Background: an optimization exercise with open tools, aiming at small area and a short achievable clock period. Do not read the settings as production practice.
No run shown here included a check of the RTL's function; only the layout flow was run.
Power figures rest on the tool's default switching activity, not on a simulated workload.

--- flow/design.v ---
package isa_pkg;
	localparam int OPCODE_BITS = 6;
	localparam int REG_BITS = 5;
	localparam int IMM_BITS = 14;
	typedef logic [OPCODE_BITS-1:0] opcode_t;
	typedef logic [2:0] op_class_t;
	localparam op_class_t CLS_ALU = 3'd0;
	localparam op_class_t CLS_ALU0 = 3'd1;
	localparam op_class_t CLS_MULDIV = 3'd2;
	localparam op_class_t CLS_BRANCH = 3'd3;
	localparam op_class_t CLS_MEM = 3'd4;
	localparam opcode_t OP_NOP = 6'h00;
	localparam opcode_t OP_ADD = 6'h01;
	localparam opcode_t OP_SUB = 6'h02;
	localparam opcode_t OP_ADDI = 6'h03;
	localparam opcode_t OP_SHL = 6'h04;
	localparam opcode_t OP_SHLI = 6'h05;
	localparam opcode_t OP_MUL = 6'h08;
	localparam opcode_t OP_DIV = 6'h09;
	localparam opcode_t OP_BEQ = 6'h10;
	localparam opcode_t OP_LD = 6'h18;
	localparam opcode_t OP_ST = 6'h19;
	localparam int OPCODE_LSB = 26;
	function automatic op_class_t op_class_of(input opcode_t op);
		op_class_t cls;
		cls = CLS_ALU;
		case (op)
			OP_NOP, OP_ADD, OP_SUB: cls = CLS_ALU;
			OP_ADDI: cls = CLS_ALU;
			OP_SHL: cls = CLS_ALU0;
			OP_SHLI: cls = CLS_ALU0;
			OP_MUL, OP_DIV: cls = CLS_MULDIV;
			OP_BEQ: cls = CLS_BRANCH;
			OP_LD, OP_ST: cls = CLS_MEM;
			default: cls = CLS_ALU;
		endcase
		op_class_of = cls;
	endfunction
	function automatic logic op_is_imm(input opcode_t op);
		logic is_imm;
		is_imm = 1'b0;
		case (op)
			OP_ADDI, OP_SHLI, OP_BEQ, OP_LD, OP_ST: is_imm = 1'b1;
			default: is_imm = 1'b0;
		endcase
		op_is_imm = is_imm;
	endfunction
endpackage
package dispatch_pkg;
	localparam int SLOT_COUNT = 5;
	localparam int SLOT_ALU0 = 0;
	localparam int SLOT_ALU1 = 1;
	localparam int SLOT_MULDIV = 2;
	localparam int SLOT_BRANCH = 3;
	localparam int SLOT_MEM = 4;
	localparam int PREG_BITS = 7;
	localparam int OPERAND_BITS = 16;
	typedef logic [PREG_BITS-1:0] preg_t;
endpackage
`timescale 1ns/1ps
module dispatch_top #(
	parameter int ROB_ENTRIES = 8,
	parameter int RS_DEPTH = 4,
	localparam int IDX_BITS = $clog2(ROB_ENTRIES),
	localparam int NSLOT = dispatch_pkg::SLOT_COUNT,
	localparam int PW = dispatch_pkg::PREG_BITS,
	localparam int OPW = dispatch_pkg::OPERAND_BITS,
	localparam int OCW = isa_pkg::OPCODE_BITS
) (
	input  logic clk,
	input  logic rst_n,
	input  logic alloc_v,
	input  logic [31:0] alloc_instr,
	input  logic [PW-1:0] alloc_psrc1,
	input  logic [PW-1:0] alloc_psrc2,
	input  logic [PW-1:0] alloc_pdst,
	input  logic [1:0] alloc_src_ready,
	output logic alloc_ready,
	input  logic wakeup_v,
	input  logic [PW-1:0] wakeup_tag,
	input  logic [ROB_ENTRIES-1:0] stomp_mask,
	input  logic commit_v,
	input  logic [NSLOT-1:0] credit_return,
	input  logic cfg_we,
	input  logic [NSLOT-1:0] cfg_wdata,
	output logic [NSLOT-1:0] cfg_rdata,
	output logic [NSLOT-1:0] issue_v,
	output logic [NSLOT*IDX_BITS-1:0] issue_rob_idx,
	output logic [NSLOT*OCW-1:0] issue_opcode,
	output logic [NSLOT*PW-1:0] issue_pdst,
	output logic [NSLOT*PW-1:0] issue_psrc1,
	output logic [NSLOT*OPW-1:0] issue_operand2,
	output logic [NSLOT-1:0] issue_is_imm
);
	localparam int N = ROB_ENTRIES;
	localparam int IMMW = isa_pkg::IMM_BITS;
	logic [N-1:0] valid;
	logic [N-1:0] pnd;          
	logic [N-1:0] stomp;
	logic [N-1:0] rdy1;
	logic [N-1:0] rdy2;
	logic [N-1:0] m1;
	logic [N-1:0] m2;
	logic [N-1:0][OCW-1:0] op;
	logic [N-1:0][IMMW-1:0] fld;
	logic [N-1:0][PW-1:0] ps1;
	logic [N-1:0][PW-1:0] pd;
	logic [IDX_BITS-1:0] head;
	logic [IDX_BITS-1:0] tail;
	logic full;
	logic [NSLOT-1:0] iv;
	logic [NSLOT-1:0][N-1:0] pick;
	logic [NSLOT-1:0][N-1:0] pick_ns;   
	logic [NSLOT-1:0] pst;
	logic [1:0] pimm;           
	logic [NSLOT-1:0][RS_DEPTH-1:0] crd;
	logic [NSLOT-1:0] en;
	function automatic logic [N-1:0] first_one(input logic [N-1:0] x);
		logic seen;
		seen = 1'b0;
		for (int i = 0; i < N; i++) begin
			first_one[i] = x[i] && !seen;
			seen = seen || x[i];
		end
	endfunction
	logic [N-1:0] rdy, dm, alu_imm;
	logic [N-1:0] c_alu, c_alu0, c_md, c_br, c_mem;
	logic [NSLOT-1:0] free;
	logic [NSLOT-1:0][N-1:0] sel;
	logic [NSLOT-1:0] sel_v;
	logic [NSLOT-1:0] sel_st;
	logic [N-1:0] sel_mask;
	always_comb begin
		for (int i = 0; i < N; i++) begin
			rdy[i] = stomp[i] || ((rdy1[i] || m1[i]) && (rdy2[i] || m2[i]));
			alu_imm[i] = (op[i] == 6'h03) || (op[i] == 6'h05);
			c_md[i] = (op[i][5:1] == 5'b00100);
			c_br[i] = (op[i] == 6'h10);
			c_mem[i] = (op[i][5:1] == 5'b01100);
			c_alu0[i] = (op[i][5:1] == 5'b00010);
			c_alu[i] = !(c_md[i] || c_br[i] || c_mem[i] || c_alu0[i]);
			dm[i] = 1'b0;
			for (int s = 0; s < NSLOT; s++)
				dm[i] = dm[i] || pick[s][i];
		end
		for (int s = 0; s < NSLOT; s++)
			free[s] = en[s] && (iv[s] ? crd[s][1] : crd[s][0]);
		sel[0] = free[0] ? first_one(rdy & pnd & (c_alu | c_alu0)) : '0;
		sel[1] = free[1] ? first_one(rdy & pnd & c_alu & ~sel[0]) : '0;
		sel[2] = free[2] ? first_one(rdy & pnd & c_md) : '0;
		sel[3] = free[3] ? first_one(rdy & pnd & c_br) : '0;
		sel[4] = free[4] ? first_one(rdy & pnd & c_mem) : '0;
		sel_mask = '0;
		for (int s = 0; s < NSLOT; s++) begin
			sel_v[s] = |sel[s];
			sel_st[s] = |(sel[s] & stomp);
			sel_mask = sel_mask | sel[s];
		end
	end
	logic do_alloc, do_commit;
	logic [N-1:0] head_oh, tail_oh;
	logic [IDX_BITS-1:0] tail_inc;
	logic [OCW-1:0] a_op;
	logic a_imm, a_m1, a_m2;
	logic [IMMW-1:0] a_fld;
	always_comb begin
		for (int i = 0; i < N; i++) begin
			head_oh[i] = (head == IDX_BITS'(i));
			tail_oh[i] = (tail == IDX_BITS'(i));
		end
	end
	assign tail_inc = tail + 1'b1;
	assign alloc_ready = !full;
	assign do_alloc = alloc_v && !full;
	assign do_commit = commit_v && |(head_oh & valid & ~pnd & ~dm);
	assign a_op = alloc_instr[31:isa_pkg::OPCODE_LSB];
	assign a_imm = (a_op == 6'h03) || (a_op == 6'h05) || (a_op == 6'h10) || (a_op[5:1] == 5'b01100);
	assign a_fld = a_imm ? alloc_instr[IMMW-1:0] : {{(IMMW - PW){1'b0}}, alloc_psrc2};
	assign a_m1 = wakeup_v && alloc_psrc1 == wakeup_tag;
	assign a_m2 = wakeup_v && alloc_psrc2 == wakeup_tag;
	always_ff @(posedge clk) begin
		if (!rst_n) begin
			head <= '0;
			tail <= '0;
			full <= 1'b0;
			valid <= '0;
			pnd <= '0;
		end else begin
			for (int i = 0; i < N; i++) begin
				if (valid[i]) begin
					if (do_commit && head_oh[i])
						valid[i] <= 1'b0;
					pnd[i] <= pnd[i] && !sel_mask[i];
				end else begin
					valid[i] <= do_alloc && tail_oh[i];
					pnd[i] <= do_alloc && tail_oh[i];
				end
			end
			if (do_commit)
				head <= head + 1'b1;
			if (do_alloc)
				tail <= tail_inc;
			full <= !do_commit && (full || (do_alloc && tail_inc == head));
		end
	end
	always_ff @(posedge clk) begin
		for (int i = 0; i < N; i++) begin
			if (!valid[i]) begin
				op[i] <= a_op;
				fld[i] <= a_fld;
				ps1[i] <= alloc_psrc1;
				pd[i] <= alloc_pdst;
				rdy1[i] <= alloc_src_ready[0];
				rdy2[i] <= alloc_src_ready[1] || a_imm;
				m1[i] <= a_m1;
				m2[i] <= a_m2;
				stomp[i] <= 1'b0;
			end else begin
				rdy1[i] <= rdy1[i] || m1[i];
				rdy2[i] <= rdy2[i] || m2[i];
				m1[i] <= wakeup_v && ps1[i] == wakeup_tag;
				m2[i] <= wakeup_v && fld[i][PW-1:0] == wakeup_tag;
				stomp[i] <= stomp[i] || stomp_mask[i];
			end
		end
	end
	always_ff @(posedge clk) begin
		if (!rst_n)
			iv <= '0;
		else
			iv <= sel_v;
		pick <= sel;
		pimm[0] <= |(sel[0] & ~stomp & alu_imm);
		pimm[1] <= |(sel[1] & ~stomp & alu_imm);
		for (int s = 0; s < NSLOT; s++)
			pick_ns[s] <= sel[s] & ~stomp;
		pst <= sel_st;
	end
	always_ff @(posedge clk) begin
		for (int s = 0; s < NSLOT; s++) begin
			if (!rst_n)
				crd[s] <= '1;
			else if (iv[s] && !credit_return[s])
				crd[s] <= {1'b0, crd[s][RS_DEPTH-1:1]};
			else if (!iv[s] && credit_return[s])
				crd[s] <= {crd[s][RS_DEPTH-2:0], 1'b1};
		end
		if (!rst_n)
			en <= '1;
		else if (cfg_we)
			en <= cfg_wdata;
	end
	assign cfg_rdata = en;
	assign issue_v = iv;
	logic [NSLOT-1:0][OCW-1:0] x_op;
	logic [NSLOT-1:0][IMMW-1:0] x_fld;
	logic [NSLOT-1:0][PW-1:0] x_ps1;
	logic [NSLOT-1:0][PW-1:0] x_pd;
	logic [NSLOT-1:0][IDX_BITS-1:0] x_idx;
	always_comb begin
		for (int s = 0; s < NSLOT; s++) begin
			x_op[s] = '0;
			x_fld[s] = '0;
			x_ps1[s] = '0;
			x_pd[s] = '0;
			x_idx[s] = '0;
			for (int i = 0; i < N; i++) begin
				if (pick[s][i]) begin
					x_pd[s] = x_pd[s] | pd[i];
					x_idx[s] = x_idx[s] | IDX_BITS'(i);
				end
				if (pick_ns[s][i]) begin
					x_op[s] = x_op[s] | op[i];
					x_fld[s] = x_fld[s] | fld[i];
					x_ps1[s] = x_ps1[s] | ps1[i];
				end
			end
		end
	end
	always_comb begin
		for (int s = 0; s < NSLOT; s++) begin
			issue_rob_idx[s*IDX_BITS +: IDX_BITS] = x_idx[s];
			issue_pdst[s*PW +: PW] = x_pd[s];
			issue_psrc1[s*PW +: PW] = x_ps1[s];
			issue_operand2[s*OPW +: OPW] = {{(OPW - IMMW){x_fld[s][IMMW-1]}}, x_fld[s]};
		end
		issue_opcode[0 +: OCW] = x_op[0];
		issue_is_imm[0] = pimm[0];
		issue_opcode[OCW +: OCW] = x_op[1];
		issue_is_imm[1] = pimm[1];
		issue_opcode[2*OCW +: OCW] = {2'b00, !pst[2], 2'b00, x_op[2][0]};
		issue_is_imm[2] = 1'b0;
		issue_operand2[2*OPW +: OPW] = {{(OPW - PW){1'b0}}, x_fld[2][PW-1:0]};
		issue_opcode[3*OCW +: OCW] = {1'b0, !pst[3], 4'b0000};
		issue_is_imm[3] = !pst[3];
		issue_opcode[4*OCW +: OCW] = {1'b0, !pst[4], !pst[4], 2'b00, x_op[4][0]};
		issue_is_imm[4] = !pst[4];
	end
endmodule
--- flow/flow/run.sh ---
#!/bin/bash
# Standard ORFS layout, but the port buffers use the smallest plain buffer
# instead of the delay cell buffer_ports picks by default.
set -euo pipefail
export BUFFER_PORTS_ARGS="-buffer_cell sky130_fd_sc_hd__buf_1"
bash standard.sh > orfs_flow.log 2>&1
--- flow/standard.sh ---
#!/bin/bash
# synth_recipe.tcl (not shown) runs the flow's synth.tcl, then flattens the netlist and writes it again
# the make line also repeats each setting of config.mk as NAME=value (left out here)
make -C /OpenROAD-flow-scripts/flow DESIGN_CONFIG=/design/flow/config.mk WORK_HOME=/design/flow/orfs CLKGATE_MAP_FILE= SYNTH_SCRIPT=/design/flow/synth_recipe.tcl "${@:-finish}"
--- flow/config.mk ---
export PLATFORM = sky130hd
export DESIGN_NAME = dispatch_top
export DESIGN_NICKNAME = dispatch_top
export VERILOG_FILES = /design/flow/design.v
export SDC_FILE = /design/flow/constraint.sdc
export NUM_CORES = 4
export LEC_CHECK = 0
export CAP_MARGIN = 20
export CORE_MARGIN = 2
export CORE_UTILIZATION = 40
export CTS_CLUSTER_DIAMETER = 150
export CTS_CLUSTER_SIZE = 24
export SETUP_SLACK_MARGIN = 4.0
export SLEW_MARGIN = 20
--- flow/constraint.sdc ---
create_clock -name core_clock -period 7.5 [get_ports {clk}]
set_input_delay 1.5000 -clock core_clock [delete_from_list [all_inputs] [get_ports {clk}]]
set_output_delay 1.5000 -clock core_clock [all_outputs]
set_load 0.01 [all_outputs]
==> flow_summary.toml, run 1 <==
[yosys]
synth_top_family_by_area = "compound AO/OA/AOI/OAI gates"
yosys.area_share.simple = 0.144
yosys.area_share.adder = 0.00902
synth_cell_types = 73
async_flop_share = 0
synth_cells = 2241
yosysWarnings = 1
synth_xor_area_frac = 0.0520
synthMuxAreaShare = 0.0167
yosysSeqAreaShare = 0.497
ys_seq_elements = 450
synthFlopType = "edfxtp_1"
postSynthAreaPerCell_um2 = 10.5
synth-edff-count = 272
synth_compound_area_frac = 0.235
synth_area_mm2 = 0.0236

[route]
wl_per_cell_um = 34.6
dr.pass1.iters = 9
drc_errors = 0
wl_um = 110000
vias = 22775
ant_nets = 0
initialDrtViolationCount = 4121
vias_per_cell = 7.18

[critical_path]
crit_type = "flop to output port"
crit_arrival_ns = 2.04
crit_fanout = 27
cp.required_ns = 6.00
startpoint_type = "flop"
setup.worst_path.end_class = "output port"

[place]
dp_hpwl_um = 70900
gp_congestion = 1.01
port_buffers = 262

[grt]
grt_pass1_vias = 21903
grt_start_max_net_pins = 38
grt_usage = 0.338
antenna_found_initial = 5
grt_pass1_wl_um = 152000
overflow = 0

[floorplanning]
ios = 297
die_h_um = 247
core_mm2 = 0.0587
rows = 89
die-area_mm2 = 0.0609
start_util = 0.402
fp.dieW_um = 247

[sta]
whs_ns = 0.494
relSlewSlack = 0.431
maxSlewViolCount = 0
worst_pin_slew_ns = 0.853
post-route-period-util = 0.472
finalSetupViolCount = 0
maxClockFrequency_mhz = 283
min_period_ns = 3.54
finClkSkew_ns = 0.0219
setup_tns_ns = 0
rsz0062_at_grt = "yes"
hold_viol_final = 0

[layout]
final_common_cell = "a22oi_1"
drive_gt1_frac = 0.0601
area_delta_synth_final_pct = 9.81
fin_nets = 2488
final_cell_mix = "a22oi_1, edfxtp_1, buf_1"

[clocking]
worstSkewPairLatency_ns = 0.59
clk_path_buf_depth = 3
clk_root_buffer_cell = "clkbuf_16"
ctsHoldBuffers = 0
cts-htree-levels = 1
cts_tree = "done"
cts_buffers = 22
clk_pin_slew_ns = 0.10
cts_num_sinks = 450

[power_and_ir_drop]
ir_worst_vdd_v = 0.000188
powerDensity_mw_per_mm2 = 190
p_leak_uw = 0.00869

[worst_hold_path]
hold_class = "flop to flop"

[flow_run]
maxCapViolations = 0

[status]
status = "finished clean"
-- state kept, by name (all words and copies together), names as in the netlist, 5 cells and up --
name and count:
ps1 56, pd 56, op 48, m2 8
valid 8, en 5, crd 20, pick 40
stomp 8, rdy1 8, pnd 8, pick_ns 40
m1 8, fld 112, iv 5, rdy2 8
-- cell families (layout without fill, tap and decap cells) --
| kind of cell | count (synthesis) | count (layout) |
|---|---|---|
| xor+xnor | 140 | 140 |
| flops | 450 | 450 |
| buf+inv | 252 | 388 |
| simple gates | 597 | 597 |
| compound gates | 747 | 747 |
| mux | 37 | 37 |
| fa+ha+maj | 17 | 17 |
| other cells | 1 | 23 |
-- stage by stage --
step           total power, uW  instances  utilization  area (um^2)  setup slack (ns)
3_5_place_dp              3550       3125        0.426        25000              3.92
4_1_cts                   4890       3162        0.437        25700              4.00
3_3_place_gp              3540       3125        0.426        25000              3.94
5_1_grt                   5040       3171        0.441        25900              3.98
2_1_floorplan             3290       2262            -        23700              4.45
6_report                  4910       3172        0.441        25900              3.96
-- worst max-delay path, cell delays in order (launching register included) --
cell and delay, ns:
dfxtp_4 0.70, a22oi_1 0.18, nand4_1 0.28, buf_1 0.26
-- report_power, final --
group          internal (uW)  switching [uW]  total (uW)  leakage (uW)
clock network            577             809        1390      0.000303
registers               2790             290        3080       0.00441
logic                    153             296         450       0.00398
-- repair_timing --
action                                  CTS  global route
pin swaps                                 0             1
gates resized for setup                  23             9
setup buffers                             0             9
endpoints found under the setup margin   73            10
-- final cells by class --
type	count	area, um^2
timing repair buffer	309	1500
clock inverter	1	8.76
fill	5551	32800
sequential	450	11800
tap	773	967
multi-input combinational	1560	10800
inverter	42	158
antenna	1	2.50
clock buffer	36	624
-- per-layer routing --
layer / vias up / share of wire / track usage
met3: 555 / 0.13 / 0.0923
li1: 9224 / - / -
met4: 6 / 0.073 / 0.181
met1: 10911 / 0.37 / 0.426
met2: 2079 / 0.43 / 0.528
met5: - / 0.00032 / 0
-- worst paths after layout --
| check | start | depth (start not counted) | slack [ns] | end |
|---|---|---|---|---|
| hold reg to reg | crd[18]$_SDFFE_PN1P_ | 2 | 0.49 | crd[18]$_SDFFE_PN1P_ |
| setup / recovery | pick_ns[1]$_DFF_P_ | 3 | 3.96 | issue_psrc1[2] |
| setup reg to reg | m1[1]$_DFF_P_ | 7 | 4.29 | pick_ns[14]$_DFF_P_ |
| hold / removal | crd[18]$_SDFFE_PN1P_ | 2 | 0.49 | crd[18]$_SDFFE_PN1P_ |
-- cells in the mapped netlist, types with 31 or more instances --
cell type,n,share of area
a22oi_1,592,0.19
edfxtp_1,272,0.35
nand4_1,182,0.048
dfxtp_1,178,0.15
clkbuf_1,148,0.024
nor2_1,116,0.018
xnor2_1,76,0.028
xor2_1,64,0.024
nand2_1,54,0.0086
inv_1,42,0.0067
nor3_1,38,0.0081
buf_4,35,0.011
a21oi_1,32,0.0068
or4_1,31,0.0099
==> run 2, diff against run 1 <==
--- a/flow/config.mk
+++ b/flow/config.mk
@@ -7,7 +7,7 @@
 export LEC_CHECK = 0
 export CAP_MARGIN = 20
 export CORE_MARGIN = 2
-export CORE_UTILIZATION = 40
+export CORE_UTILIZATION = 55
 export CTS_CLUSTER_DIAMETER = 150
 export CTS_CLUSTER_SIZE = 24
 export SETUP_SLACK_MARGIN = 4.0
==> flow_summary.toml, run 2 <==
[place]
port_buffers = 262
dp_hpwl_um = 65500
placed_area_mm2 = 0.0247
dpl_worst_slack_ns = 3.87
gp_congestion = 1.05

[sta]
min_period_ns = 3.56
finalSetupViolCount = 0
setup_tns_ns = 0
maxClockFrequency_mhz = 281
finClkSkew_ns = 0.0388
rsz0062_at_grt = "yes"
worst_pin_slew_ns = 0.922
post-route-period-util = 0.475
worst_slack_ns = 3.94
hold_viol_final = 0
maxSlewViolCount = 0
relSlewSlack = 0.385

[grt]
grt_usage = 0.447
antenna_found_initial = 7
overflow = 0
grt_pass1_wl_um = 146000
grt_pass1_vias = 21812
grt_start_max_net_pins = 38

[floorplanning]
die_h_um = 211
rows = 75
core_mm2 = 0.0421
fp.dieW_um = 211
start_util = 0.560
die-area_mm2 = 0.0446
ios = 297

[layout]
final_common_cell = "a22oi_1"
fin_nets = 2483
fin_util = 0.606
fillers = 3528
area_delta_synth_final_pct = 8.19
final_cell_mix = "a22oi_1, edfxtp_1, buf_1"
regMostFlops = "fld"
seq_area_mm2 = 0.0118
multi_input_area_mm2 = 0.0108
stdcell_area_mm2 = 0.0255
drive_gt1_frac = 0.0560
largest_reg_flops = 112
top_regs = "fld x112, pd x56, ps1 x56"

[yosys]
ys_seq_elements = 450
synth_top_area_cell = "edfxtp_1"
synth_cells = 2241
synthTopCellsByCount = "a22oi_1, edfxtp_1, nand4_1"
synth_most_common_cell = "a22oi_1"
synthFlopType = "edfxtp_1"
synth-edff-count = 272
synth_area_mm2 = 0.0236
yosysSeqAreaShare = 0.497
postSynthAreaPerCell_um2 = 10.5
synth_cell_types = 73
async_flop_share = 0
yosys-top-cells-area = "edfxtp_1, a22oi_1, dfxtp_1"
synth_top_area_frac = 0.346
yosysWarnings = 1

[clocking]
worstSkewPairLatency_ns = 0.60
cts_num_sinks = 450
cts_tree = "done"
cts_buffers = 22
ctsHoldBuffers = 0
clk_root_buffer_cell = "clkbuf_16"
clk_path_buf_depth = 3
cts-htree-levels = 1
clk_pin_slew_ns = 0.10

[power_and_ir_drop]
switching_share = 0.279
powerDensity_mw_per_mm2 = 191
combPwrFrac = 0.091
switchingPower_uw = 1360
p_int_uw = 3520
p_leak_uw = 0.00864
ir_worst_vdd_v = 0.000201
total_power_uw = 4880
p_seq_frac = 0.631
clkPwrFrac = 0.278

[critical_path]
crit_slowest_cell = "dfxtp_4"
path_cells = "a22oi_1, nand4_1, buf_1"
crit_arrival_ns = 2.06
setup.worst_path.end_class = "output port"
crit_fanout = 27
critPathMaxStageDelay_ns = 0.74
startpoint_type = "flop"
cp.required_ns = 6.00
crit_type = "flop to output port"

[route]
ant_nets = 0
initialDrtViolationCount = 4940
vias_per_cell = 7.94
dr.pass1.iters = 11
wl_per_cell_um = 35.4
wl_um = 104000
vias = 23317
drc_errors = 0

[flow_run]
maxCapViolations = 0

[status]
status = "finished clean"

[worst_hold_path]
hold_class = "flop to flop"
-- run 2: layout make-up --
type / count / area share
antenna: 2 / 0.000196
tap: 539 / 0.0264
timing repair buffer: 304 / 0.0551
inverter: 42 / 0.00618
clock inverter: 1 / 0.000343
clock buffer: 37 / 0.0246
sequential: 450 / 0.462
multi-input combinational: 1560 / 0.425
-- run 2: final timing paths --
path,start,slack [ns],endpoint,cells past startpoint
setup / recovery,pick_ns[14]$_DFF_P_,3.94,issue_psrc1[7],3
hold / removal,crd[18]$_SDFFE_PN1P_,0.49,crd[18]$_SDFFE_PN1P_,2
setup reg to reg,op[2]$_DFFE_PN_,4.49,pnd[7]$_SDFF_PN0_,7
hold reg to reg,crd[18]$_SDFFE_PN1P_,0.49,crd[18]$_SDFFE_PN1P_,2
-- run 2: power groups by stage --
stage	Clock [uW]	Sequential (uW)	Combinational [uW]
2_1_floorplan	0	3000	292
3_3_place_gp	0	3120	414
3_5_place_dp	0	3120	419
4_1_cts	1360	3060	420
5_1_grt	1450	3090	466
6_report	1360	3080	442
-- run 2: per-stage QoR --
| stage | cells | hold slack, ns |
|---|---|---|
| floorplan | 2262 | 0.435 |
| global placement | 2889 | 0.447 |
| detailed placement | 2889 | 0.472 |
| CTS | 2927 | 0.502 |
| global route | 2933 | 0.511 |
| finish | 2935 | 0.492 |
-- run 2: cells by family (layout without fill, tap and decap cells) --
| logic type | after synthesis | after routing | share of synthesized area |
|---|---|---|---|
| buffers and inverters | 252 | 384 | 0.0464 |
| DFF | 450 | 450 | 0.497 |
| AOI/OAI and AO/OA | 747 | 747 | 0.235 |
| and+or+nand+nor | 597 | 597 | 0.144 |
| adders and majority gates | 17 | 17 | 0.00902 |
| xor gates and xnor gates | 140 | 140 | 0.0520 |
| other | 1 | 24 | 0.000159 |
| muxes | 37 | 37 | 0.0167 |
-- run 2: routing by layer --
layer	wire [um]	track usage	vias to the layer above
met5	62	0	-
met4	8190	0.253	10
met3	16300	0.142	681
met2	43700	0.671	2460
met1	35500	0.573	10949
li1	-	-	9217
-- run 2: critical path: cells and delay by family, from the launching register on --
kind            cells  cell delay, ns
compound gates      1            0.14
buf+inv             1            0.29
flops               1            0.74
simple gates        1            0.28
-- run 2: timing repair --
| item | in CTS | in global routing |
|---|---|---|
| gates resized for setup | 24 | 0 |
| endpoints found under the setup margin | 73 | 4 |
| setup buffers | 0 | 6 |
| gates cloned | 0 | 0 |
==> run 3, diff against run 2 <==
--- a/flow/config.mk
+++ b/flow/config.mk
@@ -7,8 +7,8 @@
 export LEC_CHECK = 0
 export CAP_MARGIN = 20
 export CORE_MARGIN = 2
-export CORE_UTILIZATION = 55
+export CORE_UTILIZATION = 40
 export CTS_CLUSTER_DIAMETER = 150
 export CTS_CLUSTER_SIZE = 24
-export SETUP_SLACK_MARGIN = 4.0
+export SETUP_SLACK_MARGIN = 4.2
 export SLEW_MARGIN = 20
==> flow_summary.toml, run 3 <==
[clocking]
worstSkewPairLatency_ns = 0.60
cts-htree-levels = 1
cts_num_sinks = 450
clk_root_buffer_cell = "clkbuf_16"
clk_path_buf_depth = 3
cts_buffers = 22
ctsHoldBuffers = 0
cts_tree = "done"
clk_pin_slew_ns = 0.10

[critical_path]
startpoint_type = "flop"
crit_arrival_ns = 2.00
endpoint = "issue_psrc1[18]"
startpoint = "ps1[4]$_DFFE_PN_"
setup.worst_path.end_class = "output port"
r2r_start = "op[7]$_DFFE_PN_"
cp.required_ns = 6.00
rrSetupSlack_ns = 4.35
crit_fanout = 3
reg2reg_to = "pick_ns[14]$_DFF_P_"
reg2regPathDepth = 7
crit_type = "flop to output port"

[layout]
area_delta_synth_final_pct = 21.8
fillers = 5305
top_regs = "fld x112, pd x56, ps1 x56"
final_cell_mix = "a22oi_1, edfxtp_1, buf_1"
final_common_cell = "a22oi_1"
regMostFlops = "fld"
stdcell_count = 3337
largest_reg_flops = 112
fin_nets = 2653
stdcell_area_mm2 = 0.0287
drive_gt1_frac = 0.213

[route]
vias_per_cell = 7.19
wl_um = 117000
drc_errors = 0
vias = 23994
ant_nets = 0
dr.pass1.iters = 10
wl_per_cell_um = 35.0
initialDrtViolationCount = 4338

[grt]
antenna_found_initial = 6
grt_start_max_net_pins = 38
grt_usage = 0.354
grt_pass1_vias = 22332
overflow = 0
grt_pass1_wl_um = 158000

[yosys]
synthFlopType = "edfxtp_1"
synth_cells = 2241
synth_most_common_cell = "a22oi_1"
yosysWarnings = 1
ys_seq_elements = 450
synth-edff-count = 272
async_flop_share = 0
yosys-top-cells-area = "edfxtp_1, a22oi_1, dfxtp_1"
synth_top_area_frac = 0.346
yosysSeqAreaShare = 0.497
synth_area_mm2 = 0.0236
postSynthAreaPerCell_um2 = 10.5
synth_cell_types = 73
synth_top_area_cell = "edfxtp_1"
synthTopCellsByCount = "a22oi_1, edfxtp_1, nand4_1"

[worst_hold_path]
hold_class = "flop to flop"
hold_start = "crd[18]$_SDFFE_PN1P_"
hold-path-cell-count = 2

[place]
dpl_worst_slack_ns = 3.92
place_inst = 3125
gp_congestion = 1.01
port_buffers = 262
placed_area_mm2 = 0.0250
dp_hpwl_um = 70900

[sta]
maxSlewViolCount = 0
finalSetupViolCount = 0
rsz0062_at_grt = "yes"
maxClockFrequency_mhz = 286
hold_viol_final = 0
worst_slack_ns = 4.00
setup_tns_ns = 0
relSlewSlack = 0.408
finClkSkew_ns = 0.0267
post-route-period-util = 0.467
min_period_ns = 3.50
whs_ns = 0.494
worst_pin_slew_ns = 0.889

[power_and_ir_drop]
ir_worst_vdd_v = 0.000196
powerDensity_mw_per_mm2 = 175
p_leak_uw = 0.0101

[floorplanning]
die_h_um = 247
rows = 89
die-area_mm2 = 0.0609
ios = 297
start_util = 0.402
core_mm2 = 0.0587
fp.dieW_um = 247

[status]
status = "finished clean"

[flow_run]
maxCapViolations = 0
-- run 3: worst min path at each step --
stage                                 to  slack, ns
global placement    crd[19]$_SDFFE_PN1P_       0.45
global route        crd[15]$_SDFFE_PN1P_       0.52
floorplan           crd[19]$_SDFFE_PN1P_       0.44
finish              crd[18]$_SDFFE_PN1P_       0.49
detailed placement  crd[18]$_SDFFE_PN1P_       0.47
CTS                 crd[18]$_SDFFE_PN1P_       0.49
-- run 3: logic make-up after synthesis --
kind of cell	share of synthesized area
other	0.000159
AO/OA/AOI/OAI	0.235
AND/OR/NAND/NOR	0.144
buffers and inverters	0.0464
adder cells (fa/ha/maj)	0.00902
multiplexers	0.0167
flip-flops	0.497
XOR/XNOR	0.0520
-- run 3: routing by layer --
layer,vias to the layer above,GRT usage,wire length [um]
met1,11397,0.444,41200
met5,-,0,31
met2,2388,0.548,49800
met4,8,0.188,9440
li1,9553,-,-
met3,648,0.108,16400
-- run 3: cell type report --
cell class                 count  area, um^2  share of cell area
inverter                      42         158             0.00549
clock inverter                 1        8.76            0.000305
multi-input combinational   1560       11500               0.401
timing repair buffer         474        3570               0.124
sequential                   450       11900               0.413
tap                          773         967              0.0337
antenna                        1        2.50           0.0000871
clock buffer                  36         624              0.0217
-- run 3: where the power goes --
part	internal, uW	switching (uW)	leakage (uW)
clock network	577	820	0.000303
registers	2790	290	0.00443
logic	219	342	0.00532
-- run 3: worst max-delay path, cell delays in order (launching register included) --
cell and delay, ns:
edfxtp_1 0.47, a22oi_1 0.25, nand4_1 0.39, buf_2 0.29
-- run 3: timing repair --
item / CTS / global route
setup buffers: 87 / 80
resized for setup: 94 / 316
pin swaps: 17 / 101
setup endpoints to repair: 121 / 112
cloned: 0 / 7
endpoints found under the hold margin: 0 / 0
-- run 3: metrics by stage --
step / power [uW] / util
after global routing: 5140 / 0.489
after floorplan: 3290 / -
after CTS: 4920 / 0.458
after detailed placement: 3550 / 0.426
final: 5030 / 0.489
after global placement: 3540 / 0.426
==> run 4, diff against run 3 <==
--- a/flow/config.mk
+++ b/flow/config.mk
@@ -10,5 +10,6 @@
 export CORE_UTILIZATION = 40
 export CTS_CLUSTER_DIAMETER = 150
 export CTS_CLUSTER_SIZE = 24
-export SETUP_SLACK_MARGIN = 4.2
+export SETUP_SLACK_MARGIN = 4.3
 export SLEW_MARGIN = 20
+export TNS_END_PERCENT = 20
==> flow_summary.toml, run 4 <==
[route]
vias = 23984
wl_per_cell_um = 34.6
drc_errors = 0
vias_per_cell = 7.16
dr.pass1.iters = 7
wl_um = 116000
initialDrtViolationCount = 4348
ant_nets = 0

[sta]
rsz0062_at_grt = "yes"
finalSetupViolCount = 0
min_period_ns = 3.50
finClkSkew_ns = 0.0251
maxSlewViolCount = 0
setup_tns_ns = 0
relSlewSlack = 0.416
maxClockFrequency_mhz = 286
hold_viol_final = 0
post-route-period-util = 0.466
worst_pin_slew_ns = 0.874

[floorplanning]
die_h_um = 247
start_util = 0.402
fp.dieW_um = 247
ios = 297
die-area_mm2 = 0.0609
rows = 89
core_mm2 = 0.0587

[clocking]
clk_path_buf_depth = 3
cts_buffers = 22
cts_num_sinks = 450
clk_root_buffer_cell = "clkbuf_16"
clk_pin_slew_ns = 0.11
worstSkewPairLatency_ns = 0.60
cts_tree = "done"
cts-htree-levels = 1

[worst_hold_path]
hold_class = "flop to flop"

[flow_run]
maxCapViolations = 0

[critical_path]
crit_arrival_ns = 2.00
crit_type = "flop to output port"
crit_fanout = 4
setup.worst_path.end_class = "output port"
cp.required_ns = 6.00
startpoint_type = "flop"

[layout]
regMostFlops = "fld"
stdcell_area_mm2 = 0.0283
drive_gt1_frac = 0.173
fin_nets = 2665
area_delta_synth_final_pct = 20.0
largest_reg_flops = 112
top_regs = "fld x112, pd x56, ps1 x56"
final_cell_mix = "a22oi_1, edfxtp_1, buf_1"
final_common_cell = "a22oi_1"

[yosys]
yosysSeqAreaShare = 0.497
synth_cell_types = 73
synthFlopType = "edfxtp_1"
synth_cells = 2241
yosysWarnings = 1
postSynthAreaPerCell_um2 = 10.5
synthTopCellsByCount = "a22oi_1, edfxtp_1, nand4_1"
synth_most_common_cell = "a22oi_1"
async_flop_share = 0
synth-edff-count = 272
synth_top_area_cell = "edfxtp_1"
synth_area_mm2 = 0.0236
synth_top_area_frac = 0.346
ys_seq_elements = 450
yosys-top-cells-area = "edfxtp_1, a22oi_1, dfxtp_1"

[grt]
grt_pass1_vias = 22653
grt_pass1_wl_um = 162000
overflow = 0
grt_usage = 0.363
antenna_found_initial = 6
grt_start_max_net_pins = 38

[power_and_ir_drop]
powerDensity_mw_per_mm2 = 177
p_leak_uw = 0.00990
ir_worst_vdd_v = 0.000134

[place]
gp_congestion = 1.01
port_buffers = 262
placed_area_mm2 = 0.0250
dp_hpwl_um = 70900

[status]
status = "finished clean"
==> run 4: cell types whose count changed in the layout (fill, tap and decap cells not counted), moves of 7 or more <==
cell     previous run  this run
dfxtp_2            36        18
buf_12             41        31
dfxtp_1           117       128
buf_4             123       151
a22oi_1           457       523
buf_6              33        26
a22oi_2           135        69
buf_2              53        23
buf_1             196       231
dfxtp_4            25        32
==> run 4: path summary, 6_finish.rpt <==
check | endpoint | from | cells after the start | slack (ns)
max | issue_psrc1[11] | ps1[46]$_DFFE_PN_ | 4 | 4.00
max reg2reg | pick_ns[14]$_DFF_P_ | m1[1]$_DFF_P_ | 7 | 4.16
min | crd[18]$_SDFFE_PN1P_ | crd[18]$_SDFFE_PN1P_ | 2 | 0.49
min reg2reg | crd[18]$_SDFFE_PN1P_ | crd[18]$_SDFFE_PN1P_ | 2 | 0.49
==> run 4: logic make-up after synthesis <==
logic type | synth area share
AOI/OAI and AO/OA | 0.235
DFF | 0.497
adders and majority gates | 0.00902
other | 0.000159
muxes | 0.0167
and+or+nand+nor | 0.144
buffers and inverters | 0.0464
xor gates and xnor gates | 0.0520
==> run 4: metal layers <==
metal,global-route usage,wire length [um]
met1,0.449,41000
met2,0.549,49000
met3,0.116,16000
met4,0.227,9820
met5,0,66
==> run 4: worst max-delay path: stages (launching register included) <==
cell      delay [ns]
edfxtp_1        0.50
buf_4           0.19
a22oi_2         0.14
nand4_1         0.31
buf_2           0.26
==> run 4: stage by stage <==
step	hold WS (ns)	cells	power (uW)	utilization	setup WS, ns
after floorplan	0.435	2262	3290	-	4.45
after global placement	0.450	3125	3540	0.426	3.94
after detailed placement	0.468	3125	3550	0.426	3.92
after CTS	0.493	3311	4960	0.469	4.12
after global routing	0.515	3348	5130	0.482	4.00
final	0.493	3350	5020	0.482	4.00
==> run 4: what timing repair did <==
action	in CTS	in global routing
hold buffers	0	0
gates resized for setup	120	126
cloned	2	3
endpoints found under the setup margin	168	176
endpoints found under the hold margin	0	0
pin swaps	43	34
buffers inserted	147	34
==> run 4: final cells by class <==
class                      instances  area, um^2
fill                            5370       30400
inverter                          42         158
clock buffer                      36         624
antenna                            2        5.00
multi-input combinational       1560       11200
tap                              773         967
timing repair buffer             486        3460
sequential                       450       11900
clock inverter                     1        8.76
==> run 4: report_power, final <==
group          internal [uW]  leakage, uW  total [uW]  switching, uW
registers               2780      0.00442        3060            277
logic                    218      0.00518         558            341
clock network            577     0.000303        1400            822
==> run 5, diff against run 4 <==
--- a/flow/design.v
+++ b/flow/design.v
@@ -113,6 +113,7 @@
 	logic [NSLOT-1:0][N-1:0] pick_ns;   
 	logic [NSLOT-1:0] pst;
 	logic [1:0] pimm;           
+	logic [1:0][N-1:0] pick_imm;        
 	logic [NSLOT-1:0][RS_DEPTH-1:0] crd;
 	logic [NSLOT-1:0] en;
 	function automatic logic [N-1:0] first_one(input logic [N-1:0] x);
@@ -175,7 +176,7 @@
 	assign do_commit = commit_v && |(head_oh & valid & ~pnd & ~dm);
 	assign a_op = alloc_instr[31:isa_pkg::OPCODE_LSB];
 	assign a_imm = (a_op == 6'h03) || (a_op == 6'h05) || (a_op == 6'h10) || (a_op[5:1] == 5'b01100);
-	assign a_fld = a_imm ? alloc_instr[IMMW-1:0] : {{(IMMW - PW){1'b0}}, alloc_psrc2};
+	assign a_fld = {alloc_instr[IMMW-1:PW], a_imm ? alloc_instr[PW-1:0] : alloc_psrc2};
 	assign a_m1 = wakeup_v && alloc_psrc1 == wakeup_tag;
 	assign a_m2 = wakeup_v && alloc_psrc2 == wakeup_tag;
 	always_ff @(posedge clk) begin
@@ -232,6 +233,8 @@
 		pick <= sel;
 		pimm[0] <= |(sel[0] & ~stomp & alu_imm);
 		pimm[1] <= |(sel[1] & ~stomp & alu_imm);
+		pick_imm[0] <= sel[0] & ~stomp & alu_imm;
+		pick_imm[1] <= sel[1] & ~stomp & alu_imm;
 		for (int s = 0; s < NSLOT; s++)
 			pick_ns[s] <= sel[s] & ~stomp;
 		pst <= sel_st;
@@ -271,8 +274,13 @@
 				end
 				if (pick_ns[s][i]) begin
 					x_op[s] = x_op[s] | op[i];
-					x_fld[s] = x_fld[s] | fld[i];
 					x_ps1[s] = x_ps1[s] | ps1[i];
+					x_fld[s][PW-1:0] = x_fld[s][PW-1:0] | fld[i][PW-1:0];
+					if (s >= 2)
+						x_fld[s][IMMW-1:PW] = x_fld[s][IMMW-1:PW] | fld[i][IMMW-1:PW];
+				end
+				if (s < 2 && pick_imm[s < 2 ? s : 0][i]) begin
+					x_fld[s][IMMW-1:PW] = x_fld[s][IMMW-1:PW] | fld[i][IMMW-1:PW];
 				end
 			end
 		end
--- a/flow/config.mk
+++ b/flow/config.mk
@@ -10,6 +10,5 @@
 export CORE_UTILIZATION = 40
 export CTS_CLUSTER_DIAMETER = 150
 export CTS_CLUSTER_SIZE = 24
-export SETUP_SLACK_MARGIN = 4.3
+export SETUP_SLACK_MARGIN = 4.0
 export SLEW_MARGIN = 20
-export TNS_END_PERCENT = 20
==> flow_summary.toml, run 5 <==
[critical_path]
startpoint_type = "flop"
critPathMaxStageDelay_ns = 0.79
crit_family = "flip-flops"
setup.worst_path.end_class = "output port"
cp.required_ns = 6.00
path_cells = "a22oi_1, nand4_1, buf_1"
crit_slowest_cell = "dfxtp_2"
crit_fanout = 15
crit_type = "flop to output port"
crit_buf_inv = 1
crit_arrival_ns = 2.03

[sta]
maxSlewViolCount = 0
relSlewSlack = 0.235
worst_pin_slew_ns = 1.15
min_period_ns = 3.53
finalSetupViolCount = 0
post-route-period-util = 0.471
setup_tns_ns = 0
rsz0062_at_grt = "no"
hold_viol_final = 0
finClkSkew_ns = 0.0480
maxClockFrequency_mhz = 283

[grt]
grt_pass1_wl_um = 152000
grt_usage = 0.340
grt_pass1_vias = 21555
overflow = 0
antenna_found_initial = 2
grt_start_max_net_pins = 42

[floorplanning]
rows = 89
ios = 297
die_h_um = 248
start_util = 0.404
die-area_mm2 = 0.0615
core_mm2 = 0.0589
fp.dieW_um = 248

[yosys]
synthMuxAreaShare = 0.0161
async_flop_share = 0
yosysSeqAreaShare = 0.506
yosys.area_share.adder = 0.00893
synth_xor_area_frac = 0.0515
yosys.area_share.simple = 0.140
synth-edff-count = 272
synth_top_area_frac = 0.343
postSynthAreaPerCell_um2 = 10.7
synth_area_mm2 = 0.0238
synth_cell_types = 71
synth_compound_area_frac = 0.234
synth_top_area_cell = "edfxtp_1"
yosys-top-cells-area = "edfxtp_1, a22oi_1, dfxtp_1"
synth_top_family_by_area = "compound AO/OA/AOI/OAI gates"
synthTopCellsByCount = "a22oi_1, edfxtp_1, nand4_1"
yosysWarnings = 1
synth_most_common_cell = "a22oi_1"
ys_seq_elements = 466
synth_cells = 2226
synthFlopType = "edfxtp_1"

[layout]
stdcell_count = 3175
regMostFlops = "fld"
final_cell_mix = "a22oi_1, edfxtp_1, buf_1"
largest_reg_flops = 112
drive_gt1_frac = 0.0571
fin_nets = 2489
area_delta_synth_final_pct = 9.51
top_regs = "fld x112, pd x56, ps1 x56"
final_common_cell = "a22oi_1"

[status]
status = "finished clean"

[clocking]
ctsHoldBuffers = 0
clk_root_buffer_cell = "clkbuf_16"
clk_pin_slew_ns = 0.12
clk_path_buf_depth = 3
cts_num_sinks = 466
cts_buffers = 23
worstSkewPairLatency_ns = 0.60
cts-htree-levels = 1
cts_tree = "done"
cts_setup_buffers = 0

[route]
vias_per_cell = 7.26
initialDrtViolationCount = 4182
wl_um = 109000
wl_per_cell_um = 34.3
dr.pass1.iters = 8
drc_errors = 0
vias = 23046
ant_nets = 0

[place]
port_buffers = 262
dp_hpwl_um = 71500
place_inst = 3134
gp_congestion = 0.994

[power_and_ir_drop]
total_power_uw = 5020
ir_worst_vdd_v = 0.000157
p_leak_uw = 0.00874
powerDensity_mw_per_mm2 = 193

[flow_run]
maxCapViolations = 0

[worst_hold_path]
hold_class = "flop to flop"
-- run 5: metal layers --
| layer | vias up | part of all wire | GRT usage |
|---|---|---|---|
| met5 | - | 0 | 0 |
| met4 | 0 | 0.058 | 0.145 |
| met3 | 508 | 0.15 | 0.0954 |
| met2 | 2255 | 0.43 | 0.516 |
| met1 | 11031 | 0.37 | 0.454 |
| li1 | 9252 | - | - |
-- run 5: power breakdown --
part           switching [uW]  total, uW  internal (uW)
combinational             287        436            148
clock                     844       1430            589
sequential                280       3160           2880
total                    1410       5020           3610
-- run 5: what timing repair did --
action                                  in CTS  in global routing
endpoints found under the setup margin      84                 25
resized for setup                           23                 10
pin swaps                                    0                  0
-- run 5: area by class of cell --
cell class                      instances  area, um^2
Antenna cell                            1        2.50
Clock buffer                           38         632
Clock inverter                          2        25.0
Fill cell                            5546       32800
Inverter                               44         165
Multi-Input combinational cell       1543       10800
Sequential cell                       466       12100
Tap cell                              773         967
Timing Repair Buffer                  308        1350
-- run 5: worst reg2reg max path, delay by kind of cell, from the launching register on --
kind,cells,cell delay [ns]
compound gates,3,1.57
simple gates,3,1.07
flops,1,0.78
-- run 5: through the flow --
step / setup WS, ns / utilization / hold slack [ns] / cell area (um^2)
2_1_floorplan: 4.59 / - / 0.435 / 23900
3_3_place_gp: 3.59 / 0.430 / 0.450 / 25300
3_5_place_dp: 3.56 / 0.430 / 0.460 / 25300
4_1_cts: 4.01 / 0.442 / 0.485 / 26000
5_1_grt: 4.00 / 0.443 / 0.519 / 26100
6_report: 3.97 / 0.443 / 0.486 / 26100
-- run 5: path summary, 6_finish.rpt --
| check | start | to | slack (ns) | cells after the start |
|---|---|---|---|---|
| setup / recovery | pick_ns[23]$_DFF_P_ | issue_operand2[32] | 3.97 | 3 |
| hold / removal | crd[10]$_SDFFE_PN1P_ | crd[10]$_SDFFE_PN1P_ | 0.49 | 2 |
| setup reg to reg | stomp[1]$_SDFF_PN0_ | pimm[1]$_DFF_P_ | 3.98 | 6 |
| hold reg to reg | crd[10]$_SDFFE_PN1P_ | crd[10]$_SDFFE_PN1P_ | 0.49 | 2 |
-- run 5: cells by family (layout without fill, tap and decap cells) --
group / Yosys count / in the layout
multiplexers: 36 / 36
AND/OR/NAND/NOR: 580 / 580
flip-flops: 466 / 466
AO/OA/AOI/OAI: 748 / 748
buffers and inverters: 238 / 392
adder cells (fa/ha/maj): 17 / 17
other: 1 / 23
XOR/XNOR: 140 / 140
==> run 6, diff against run 5 <==
--- a/flow/design.v
+++ b/flow/design.v
@@ -95,7 +95,11 @@
 	localparam int N = ROB_ENTRIES;
 	localparam int IMMW = isa_pkg::IMM_BITS;
 	logic [N-1:0] valid;
-	logic [N-1:0] pnd;          
+	logic [N-1:0] pnd_alu;      
+	logic [N-1:0] pnd_any0;     
+	logic [N-1:0] pnd_md;
+	logic [N-1:0] pnd_br;
+	logic [N-1:0] pnd_mem;
 	logic [N-1:0] stomp;
 	logic [N-1:0] rdy1;
 	logic [N-1:0] rdy2;
@@ -113,7 +117,6 @@
 	logic [NSLOT-1:0][N-1:0] pick_ns;   
 	logic [NSLOT-1:0] pst;
 	logic [1:0] pimm;           
-	logic [1:0][N-1:0] pick_imm;        
 	logic [NSLOT-1:0][RS_DEPTH-1:0] crd;
 	logic [NSLOT-1:0] en;
 	function automatic logic [N-1:0] first_one(input logic [N-1:0] x);
@@ -125,7 +128,6 @@
 		end
 	endfunction
 	logic [N-1:0] rdy, dm, alu_imm;
-	logic [N-1:0] c_alu, c_alu0, c_md, c_br, c_mem;
 	logic [NSLOT-1:0] free;
 	logic [NSLOT-1:0][N-1:0] sel;
 	logic [NSLOT-1:0] sel_v;
@@ -135,22 +137,17 @@
 		for (int i = 0; i < N; i++) begin
 			rdy[i] = stomp[i] || ((rdy1[i] || m1[i]) && (rdy2[i] || m2[i]));
 			alu_imm[i] = (op[i] == 6'h03) || (op[i] == 6'h05);
-			c_md[i] = (op[i][5:1] == 5'b00100);
-			c_br[i] = (op[i] == 6'h10);
-			c_mem[i] = (op[i][5:1] == 5'b01100);
-			c_alu0[i] = (op[i][5:1] == 5'b00010);
-			c_alu[i] = !(c_md[i] || c_br[i] || c_mem[i] || c_alu0[i]);
 			dm[i] = 1'b0;
 			for (int s = 0; s < NSLOT; s++)
 				dm[i] = dm[i] || pick[s][i];
 		end
 		for (int s = 0; s < NSLOT; s++)
 			free[s] = en[s] && (iv[s] ? crd[s][1] : crd[s][0]);
-		sel[0] = free[0] ? first_one(rdy & pnd & (c_alu | c_alu0)) : '0;
-		sel[1] = free[1] ? first_one(rdy & pnd & c_alu & ~sel[0]) : '0;
-		sel[2] = free[2] ? first_one(rdy & pnd & c_md) : '0;
-		sel[3] = free[3] ? first_one(rdy & pnd & c_br) : '0;
-		sel[4] = free[4] ? first_one(rdy & pnd & c_mem) : '0;
+		sel[0] = free[0] ? first_one(rdy & pnd_any0) : '0;
+		sel[1] = free[1] ? first_one(rdy & pnd_alu & ~sel[0]) : '0;
+		sel[2] = free[2] ? first_one(rdy & pnd_md) : '0;
+		sel[3] = free[3] ? first_one(rdy & pnd_br) : '0;
+		sel[4] = free[4] ? first_one(rdy & pnd_mem) : '0;
 		sel_mask = '0;
 		for (int s = 0; s < NSLOT; s++) begin
 			sel_v[s] = |sel[s];
@@ -159,10 +156,10 @@
 		end
 	end
 	logic do_alloc, do_commit;
-	logic [N-1:0] head_oh, tail_oh;
+	logic [N-1:0] head_oh, tail_oh, pnd;
 	logic [IDX_BITS-1:0] tail_inc;
 	logic [OCW-1:0] a_op;
-	logic a_imm, a_m1, a_m2;
+	logic a_imm, a_md, a_br, a_mem, a_alu0, a_m1, a_m2;
 	logic [IMMW-1:0] a_fld;
 	always_comb begin
 		for (int i = 0; i < N; i++) begin
@@ -170,13 +167,18 @@
 			tail_oh[i] = (tail == IDX_BITS'(i));
 		end
 	end
+	assign pnd = pnd_any0 | pnd_md | pnd_br | pnd_mem;
 	assign tail_inc = tail + 1'b1;
 	assign alloc_ready = !full;
 	assign do_alloc = alloc_v && !full;
 	assign do_commit = commit_v && |(head_oh & valid & ~pnd & ~dm);
 	assign a_op = alloc_instr[31:isa_pkg::OPCODE_LSB];
-	assign a_imm = (a_op == 6'h03) || (a_op == 6'h05) || (a_op == 6'h10) || (a_op[5:1] == 5'b01100);
-	assign a_fld = {alloc_instr[IMMW-1:PW], a_imm ? alloc_instr[PW-1:0] : alloc_psrc2};
+	assign a_md = (a_op[5:1] == 5'b00100);
+	assign a_br = (a_op == 6'h10);
+	assign a_mem = (a_op[5:1] == 5'b01100);
+	assign a_alu0 = (a_op[5:1] == 5'b00010);
+	assign a_imm = (a_op == 6'h03) || (a_op == 6'h05) || a_br || a_mem;
+	assign a_fld = a_imm ? alloc_instr[IMMW-1:0] : {{(IMMW - PW){1'b0}}, alloc_psrc2};
 	assign a_m1 = wakeup_v && alloc_psrc1 == wakeup_tag;
 	assign a_m2 = wakeup_v && alloc_psrc2 == wakeup_tag;
 	always_ff @(posedge clk) begin
@@ -185,16 +187,28 @@
 			tail <= '0;
 			full <= 1'b0;
 			valid <= '0;
-			pnd <= '0;
+			pnd_alu <= '0;
+			pnd_any0 <= '0;
+			pnd_md <= '0;
+			pnd_br <= '0;
+			pnd_mem <= '0;
 		end else begin
 			for (int i = 0; i < N; i++) begin
 				if (valid[i]) begin
 					if (do_commit && head_oh[i])
 						valid[i] <= 1'b0;
-					pnd[i] <= pnd[i] && !sel_mask[i];
+					pnd_alu[i] <= pnd_alu[i] && !sel_mask[i];
+					pnd_any0[i] <= pnd_any0[i] && !sel_mask[i];
+					pnd_md[i] <= pnd_md[i] && !sel_mask[i];
+					pnd_br[i] <= pnd_br[i] && !sel_mask[i];
+					pnd_mem[i] <= pnd_mem[i] && !sel_mask[i];
 				end else begin
 					valid[i] <= do_alloc && tail_oh[i];
-					pnd[i] <= do_alloc && tail_oh[i];
+					pnd_alu[i] <= do_alloc && tail_oh[i] && !(a_md || a_br || a_mem || a_alu0);
+					pnd_any0[i] <= do_alloc && tail_oh[i] && !(a_md || a_br || a_mem);
+					pnd_md[i] <= do_alloc && tail_oh[i] && a_md;
+					pnd_br[i] <= do_alloc && tail_oh[i] && a_br;
+					pnd_mem[i] <= do_alloc && tail_oh[i] && a_mem;
 				end
 			end
 			if (do_commit)
@@ -233,8 +247,6 @@
 		pick <= sel;
 		pimm[0] <= |(sel[0] & ~stomp & alu_imm);
 		pimm[1] <= |(sel[1] & ~stomp & alu_imm);
-		pick_imm[0] <= sel[0] & ~stomp & alu_imm;
-		pick_imm[1] <= sel[1] & ~stomp & alu_imm;
 		for (int s = 0; s < NSLOT; s++)
 			pick_ns[s] <= sel[s] & ~stomp;
 		pst <= sel_st;
@@ -274,13 +286,8 @@
 				end
 				if (pick_ns[s][i]) begin
 					x_op[s] = x_op[s] | op[i];
+					x_fld[s] = x_fld[s] | fld[i];
 					x_ps1[s] = x_ps1[s] | ps1[i];
-					x_fld[s][PW-1:0] = x_fld[s][PW-1:0] | fld[i][PW-1:0];
-					if (s >= 2)
-						x_fld[s][IMMW-1:PW] = x_fld[s][IMMW-1:PW] | fld[i][IMMW-1:PW];
-				end
-				if (s < 2 && pick_imm[s < 2 ? s : 0][i]) begin
-					x_fld[s][IMMW-1:PW] = x_fld[s][IMMW-1:PW] | fld[i][IMMW-1:PW];
 				end
 			end
 		end
--- a/flow/config.mk
+++ b/flow/config.mk
@@ -10,5 +10,5 @@
 export CORE_UTILIZATION = 40
 export CTS_CLUSTER_DIAMETER = 150
 export CTS_CLUSTER_SIZE = 24
-export SETUP_SLACK_MARGIN = 4.0
+export SETUP_SLACK_MARGIN = 4.4
 export SLEW_MARGIN = 20
==> flow_summary.toml, run 6 <==
[yosys]
synth_area_mm2 = 0.0245
yosysWarnings = 1
async_flop_share = 0
synth_cells = 2303
yosys-top-cells-area = "edfxtp_1, a22oi_1, dfxtp_1"
synth_cell_types = 83
yosysSeqAreaShare = 0.504
synthTopCellsByCount = "a22oi_1, edfxtp_1, dfxtp_1"
synth_top_area_frac = 0.333
ys_seq_elements = 482
postSynthAreaPerCell_um2 = 10.7
synth-edff-count = 272
synth_top_area_cell = "edfxtp_1"
synthFlopType = "edfxtp_1"
synth_most_common_cell = "a22oi_1"

[clocking]
clk_path_buf_depth = 3
cts-htree-levels = 1
clk_root_buffer_cell = "clkbuf_16"
clk_pin_slew_ns = 0.10
worstSkewPairLatency_ns = 0.61
ctsHoldBuffers = 0
cts_num_sinks = 482
cts_buffers = 24
cts_tree = "done"

[sta]
finClkSkew_ns = 0.0529
setup_tns_ns = 0
post-route-period-util = 0.483
min_period_ns = 3.63
maxSlewViolCount = 0
maxClockFrequency_mhz = 276
hold_viol_final = 0
relSlewSlack = 0.394
rsz0062_at_grt = "yes"
worst_slack_ns = 3.87
worst_pin_slew_ns = 0.908
whs_ns = 0.484
finalSetupViolCount = 0

[power_and_ir_drop]
switching_share = 0.297
powerDensity_mw_per_mm2 = 166
clkPwrFrac = 0.275
p_seq_frac = 0.587
combPwrFrac = 0.138
p_leak_uw = 0.0121
switchingPower_uw = 1640
ir_worst_vdd_v = 0.000166
p_int_uw = 3880

[floorplanning]
die-area_mm2 = 0.0634
die_h_um = 252
fp.dieW_um = 252
start_util = 0.406
core_mm2 = 0.0605
ios = 297
rows = 90

[route]
dr.pass1.iters = 9
initialDrtViolationCount = 4718
vias = 25996
ant_nets = 0
drc_errors = 0
wl_um = 130000
wl_per_cell_um = 36.2
vias_per_cell = 7.22

[critical_path]
crit_slowest_cell = "dfxtp_4"
reg2regPathDepth = 7
critPathMaxStageDelay_ns = 0.37
crit_family = "buffers and inverters"
cp.required_ns = 6.00
setup.worst_path.end_class = "output port"
crit_cells = 5
crit_arrival_ns = 2.13
crit_buf_inv = 3
startpoint_type = "flop"
crit_fanout = 5
path_cells = "buf_12, buf_4, a22oi_1, nand4_1, buf_2"
crit_type = "flop to output port"

[layout]
area_delta_synth_final_pct = 35.4
stdcell_area_mm2 = 0.0332
fin_util = 0.549
top_regs = "fld x112, pd x56, ps1 x56"
fin_nets = 2905
drive_gt1_frac = 0.376
fillers = 5057
largest_reg_flops = 112
final_cell_mix = "a22oi_2, a22oi_1, edfxtp_1"
regMostFlops = "fld"
final_common_cell = "a22oi_2"

[place]
gp_congestion = 0.977
port_buffers = 262
placed_area_mm2 = 0.0260
dp_hpwl_um = 73800
dpl_worst_slack_ns = 3.57

[grt]
grt_pass1_vias = 24197
grt_usage = 0.384
busiest_layer = "met2"
use_met3 = 0.113
grt_start_max_net_pins = 38
overflow = 0
grt_use_met2 = 0.584
antenna_found_initial = 8
grt_pass1_wl_um = 176000
met1_usage = 0.472

[worst_hold_path]
hold_class = "flop to flop"
hold-path-cell-count = 2

[status]
status = "finished clean"

[flow_run]
maxCapViolations = 0
[run 6: worst register-to-register path, delay by kind of cell (launching register included)]
kind | cells | cell delay [ns]
multiplexers | 1 | 0.26
AND/OR/NAND/NOR | 3 | 0.99
flip-flops | 1 | 0.35
AO/OA/AOI/OAI | 3 | 1.16
[run 6: final cells by class]
| type | instances | area (um^2) | area share |
|---|---|---|---|
| multi-input cells | 1581 | 12800 | 0.385 |
| flip-flops and latches | 482 | 12600 | 0.380 |
| repair buffers | 669 | 5960 | 0.179 |
| well taps | 782 | 978 | 0.0295 |
| clock buffers | 39 | 657 | 0.0198 |
| inverters | 44 | 166 | 0.00501 |
| clock inverters | 2 | 46.3 | 0.00139 |
| diodes | 4 | 10.0 | 0.000301 |
[run 6: power by group through the flow]
stage                     Combinational, uW  Sequential, uW  Clock [uW]
final                                   760            3240        1520
after global placement                  508            3270           0
after detailed placement                513            3280           0
after floorplan                         336            3170           0
after global routing                    788            3240        1610
after CTS                               643            3190        1520
[run 6: logic make-up (layout without fill, tap and decap cells)]
logic type                 count (synthesis)  in the layout  synth area share
AOI/OAI and AO/OA                        787            787             0.240
and+or+nand+nor                          583            583             0.138
DFF                                      482            482             0.504
buffers and inverters                    261            754            0.0453
xor gates and xnor gates                 140            140            0.0500
muxes                                     32             32            0.0139
adders and majority gates                 17             17           0.00867
other                                      1             26          0.000153
[run 6: per-layer routing]
layer | wire [um] | vias to the layer above
met2 | 55100 | 2605
met3 | 18700 | 827
met1 | 44900 | 12383
li1 | - | 10173
met4 | 11600 | 8
met5 | 122 | -
[run 6: timing repair]
item | CTS | global route
endpoints found under the setup margin | 186 | 230
setup buffers | 229 | 111
gates resized for setup | 524 | 307
gates cloned | 18 | 4
pin swaps | 214 | 167
[run 6: path summary, 6_finish.rpt]
check	from	to	slack (ns)
setup reg to reg	iv[0]$_SDFF_PN0_	pnd_md[6]$_SDFF_PN0_	4.65
hold / removal	crd[7]$_SDFFE_PN1P_	crd[7]$_SDFFE_PN1P_	0.48
setup / recovery	pick_ns[9]$_DFF_P_	issue_operand2[16]	3.87
hold reg to reg	crd[7]$_SDFFE_PN1P_	crd[7]$_SDFFE_PN1P_	0.48
[run 6: stage by stage]
| step | std cells | total power (uW) |
|---|---|---|
| 3_3_place_gp | 3196 | 3780 |
| 3_5_place_dp | 3196 | 3790 |
| 6_report | 3603 | 5520 |
| 4_1_cts | 3484 | 5360 |
| 2_1_floorplan | 2324 | 3500 |
| 5_1_grt | 3600 | 5640 |
==> run 7, diff against run 6 <==
--- a/flow/config.mk
+++ b/flow/config.mk
@@ -10,5 +10,5 @@
 export CORE_UTILIZATION = 40
 export CTS_CLUSTER_DIAMETER = 150
 export CTS_CLUSTER_SIZE = 24
-export SETUP_SLACK_MARGIN = 4.4
+export SETUP_SLACK_MARGIN = 4.1
 export SLEW_MARGIN = 20
==> flow_summary.toml, run 7 <==
[clocking]
cts_num_sinks = 482
clk_path_buf_depth = 3
worstSkewPairLatency_ns = 0.60
ctsHoldBuffers = 0
cts_buffers = 24
clk_pin_slew_ns = 0.10
clk_root_buffer_cell = "clkbuf_16"
cts-htree-levels = 1
cts_tree = "done"

[sta]
min_period_ns = 3.55
finClkSkew_ns = 0.0260
finalSetupViolCount = 0
rsz0062_at_grt = "yes"
setup_tns_ns = 0
relSlewSlack = 0.383
maxClockFrequency_mhz = 281
post-route-period-util = 0.474
maxSlewViolCount = 0
hold_viol_final = 0
worst_pin_slew_ns = 0.924
worst_slack_ns = 3.95

[route]
wl_per_cell_um = 34.6
m1WireLength_um = 41700
routed-wl-met2_um = 49900
dr.pass1.iters = 10
initialDrtViolationCount = 4565
highest_layer = "met5"
drc_errors = 0
ant_nets = 0
wl_um = 115000
route.met3.wl_um = 15400
vias = 23910
vias_per_cell = 7.19

[power_and_ir_drop]
p_seq_frac = 0.608
ir_worst_vdd_v = 0.000172
clkPwrFrac = 0.285
total_power_uw = 5300
combPwrFrac = 0.107
powerDensity_mw_per_mm2 = 190
p_int_uw = 3790
p_leak_uw = 0.00961
switchingPower_uw = 1510
switching_share = 0.286

[layout]
fin_nets = 2632
drive_gt1_frac = 0.116
largest_reg_flops = 112
regMostFlops = "fld"
top_regs = "fld x112, pd x56, ps1 x56"
final_cell_mix = "a22oi_1, edfxtp_1, buf_1"
fin_util = 0.462
final_common_cell = "a22oi_1"
area_delta_synth_final_pct = 13.7

[floorplanning]
die-area_mm2 = 0.0634
rows = 90
start_util = 0.406
die_h_um = 252
core_mm2 = 0.0605
ios = 297
fp.dieW_um = 252

[critical_path]
rrSetupSlack_ns = 4.60
r2r_start = "stomp[1]$_SDFF_PN0_"
cp.required_ns = 6.00
crit_slowest_cell = "edfxtp_1"
crit_arrival_ns = 2.05
reg2regPathDepth = 6
path_cells = "a22oi_2, nand4_1, buf_2"
startpoint_type = "flop"
crit_buf_inv = 1
reg2reg_to = "pnd_alu[4]$_SDFF_PN0_"
setup.worst_path.end_class = "output port"
critPathMaxStageDelay_ns = 0.52
crit_fanout = 6
crit_family = "flip-flops"
crit_type = "flop to output port"

[yosys]
synth_most_common_cell = "a22oi_1"
synth_xor_area_frac = 0.0500
synth_cells = 2303
synthFlopType = "edfxtp_1"
synth-edff-count = 272
yosys-top-cells-area = "edfxtp_1, a22oi_1, dfxtp_1"
synthMuxAreaShare = 0.0139
yosysSeqAreaShare = 0.504
yosys.area_share.adder = 0.00867
synth_compound_area_frac = 0.240
async_flop_share = 0
ys_seq_elements = 482
synth_top_area_cell = "edfxtp_1"
synth_cell_types = 83
postSynthAreaPerCell_um2 = 10.7
synthTopCellsByCount = "a22oi_1, edfxtp_1, dfxtp_1"
synth_top_family_by_area = "compound AO/OA/AOI/OAI gates"
yosys.area_share.simple = 0.138
synth_area_mm2 = 0.0245
synth_top_area_frac = 0.333
yosysWarnings = 1

[place]
dpl_worst_slack_ns = 3.48
dp_hpwl_um = 71900
port_buffers = 262
gp_congestion = 1.01

[worst_hold_path]
hold-path-cell-count = 2
hold_class = "flop to flop"
hold_start = "crd[18]$_SDFFE_PN1P_"
hold_path_end = "crd[18]$_SDFFE_PN1P_"

[grt]
grt_start_max_net_pins = 38
overflow = 0
antenna_found_initial = 5
grt_pass1_wl_um = 159000
grt_pass1_vias = 22500
grt_usage = 0.343

[status]
status = "finished clean"

[flow_run]
maxCapViolations = 0
## run 7: cell counts after synthesis
Identical to the previous run, type by type.
## run 7: cell type report
cell class,count,area (um^2)
Timing Repair Buffer,396,2330
Antenna cell,1,2.50
Fill cell,5636,32600
Multi-Input combinational cell,1581,11200
Clock inverter,1,30.0
Inverter,44,166
Clock buffer,39,678
Sequential cell,482,12500
Tap cell,782,978
## run 7: cells by family (layout without fill, tap and decap cells)
family          count (synthesis)  in the layout
mux                            32             32
flops                         482            482
xor+xnor                      140            140
fa+ha+maj                      17             17
other cells                     1             23
simple gates                  583            583
buf+inv                       261            480
compound gates                787            787
## run 7: per-stage QoR
step / hold slack, ns / cells / instance area [um^2]
2_1_floorplan: 0.435 / 2324 / 24600
3_3_place_gp: 0.447 / 3198 / 26000
3_5_place_dp: 0.461 / 3198 / 26000
4_1_cts: 0.487 / 3256 / 27100
5_1_grt: 0.502 / 3325 / 27900
6_report: 0.482 / 3326 / 27900
## run 7: routing by layer
metal | track usage | up-vias
met5 | 0 | -
met3 | 0.0886 | 589
met2 | 0.537 | 2258
met4 | 0.188 | 8
met1 | 0.434 | 11432
li1 | - | 9623
## run 7: power groups by stage
stage,clock (uW),combinational [uW],sequential (uW)
after floorplan,0,335,3170
after global placement,0,502,3270
after detailed placement,0,508,3280
after CTS,1520,525,3210
after global routing,1600,596,3230
final,1510,567,3220
## run 7: how the worst max path moves through the flow
| stage | endpoint | depth (start not counted) | start |
|---|---|---|---|
| after floorplan | fld[102]$_DFFE_PN_ | 5 | alloc_instr[29] |
| after global placement | pnd_any0[0]$_SDFF_PN0_ | 7 | alloc_instr[30] |
| after detailed placement | pnd_any0[0]$_SDFF_PN0_ | 7 | alloc_instr[30] |
| after CTS | issue_psrc1[1] | 3 | ps1[22]$_DFFE_PN_ |
| after global routing | issue_psrc1[1] | 3 | ps1[22]$_DFFE_PN_ |
| final | issue_psrc1[1] | 3 | ps1[22]$_DFFE_PN_ |
## run 7: repair_timing
| item | in CTS | in global routing |
|---|---|---|
| pin swaps | 2 | 19 |
| setup endpoints to repair | 85 | 55 |
| buffers inserted | 18 | 67 |
| cloned | 0 | 2 |
| resized for setup | 53 | 64 |
## run 7: worst min-delay path, delay by kind of cell, from the launching register on
kind,cells,cell delay [ns]
AND/OR/NAND/NOR,1,0.06
flip-flops,1,0.34
multiplexers,1,0.07

-- what the ideal ports hide --
How much do the figures lean on ideal ports? The routed layouts below were timed once more, with nothing changed but the port constraints. Step 1 sets driving cells, clkbuf_16 on the clock port and buf_2 on the other inputs (assumed; they add their load-dependent delay and slew). Step 2 adds t to the input delays and takes it off the output delays; t is the mean of the earliest and latest rising clock arrival at the registers after step 1. Input paths then give back, and output paths get back, about the clock's delay inside the block. Three values: ideal, step 1, step 2; two values: the first two.
| run | t (ns) | setup WS [ns] | hold slack, ns | worst setup path at the end |
|---|---|---|---|---|
| run 1 | 0.639 | 3.962 / 3.903 / 3.910 | 0.494 / 0.494 / 0.494 | input to register |
| run 2 | 0.637 | 3.935 / 3.877 / 3.784 | 0.492 / 0.492 / 0.492 | input to register |
| run 3 | 0.644 | 4.000 / 3.941 / 3.889 | 0.494 / 0.494 / 0.494 | input to register |
| run 4 | 0.649 | 4.003 / 3.943 / 3.895 | 0.493 / 0.493 / 0.493 | input to register |
| run 5 | 0.645 | 3.967 / 3.901 / 3.520 | 0.486 / 0.486 / 0.486 | input to register |
| run 6 | 0.658 | 3.875 / 3.807 / 3.825 | 0.484 / 0.484 / 0.484 | input to register |
| run 7 | 0.648 | 3.946 / 3.884 / 3.562 | 0.482 / 0.482 / 0.482 | input to register |
After both steps setup and hold are still met in every run listed. The setup slack of run 5, which loses most, moves by -0.066 ns with the drivers and by -0.447 ns with both steps.
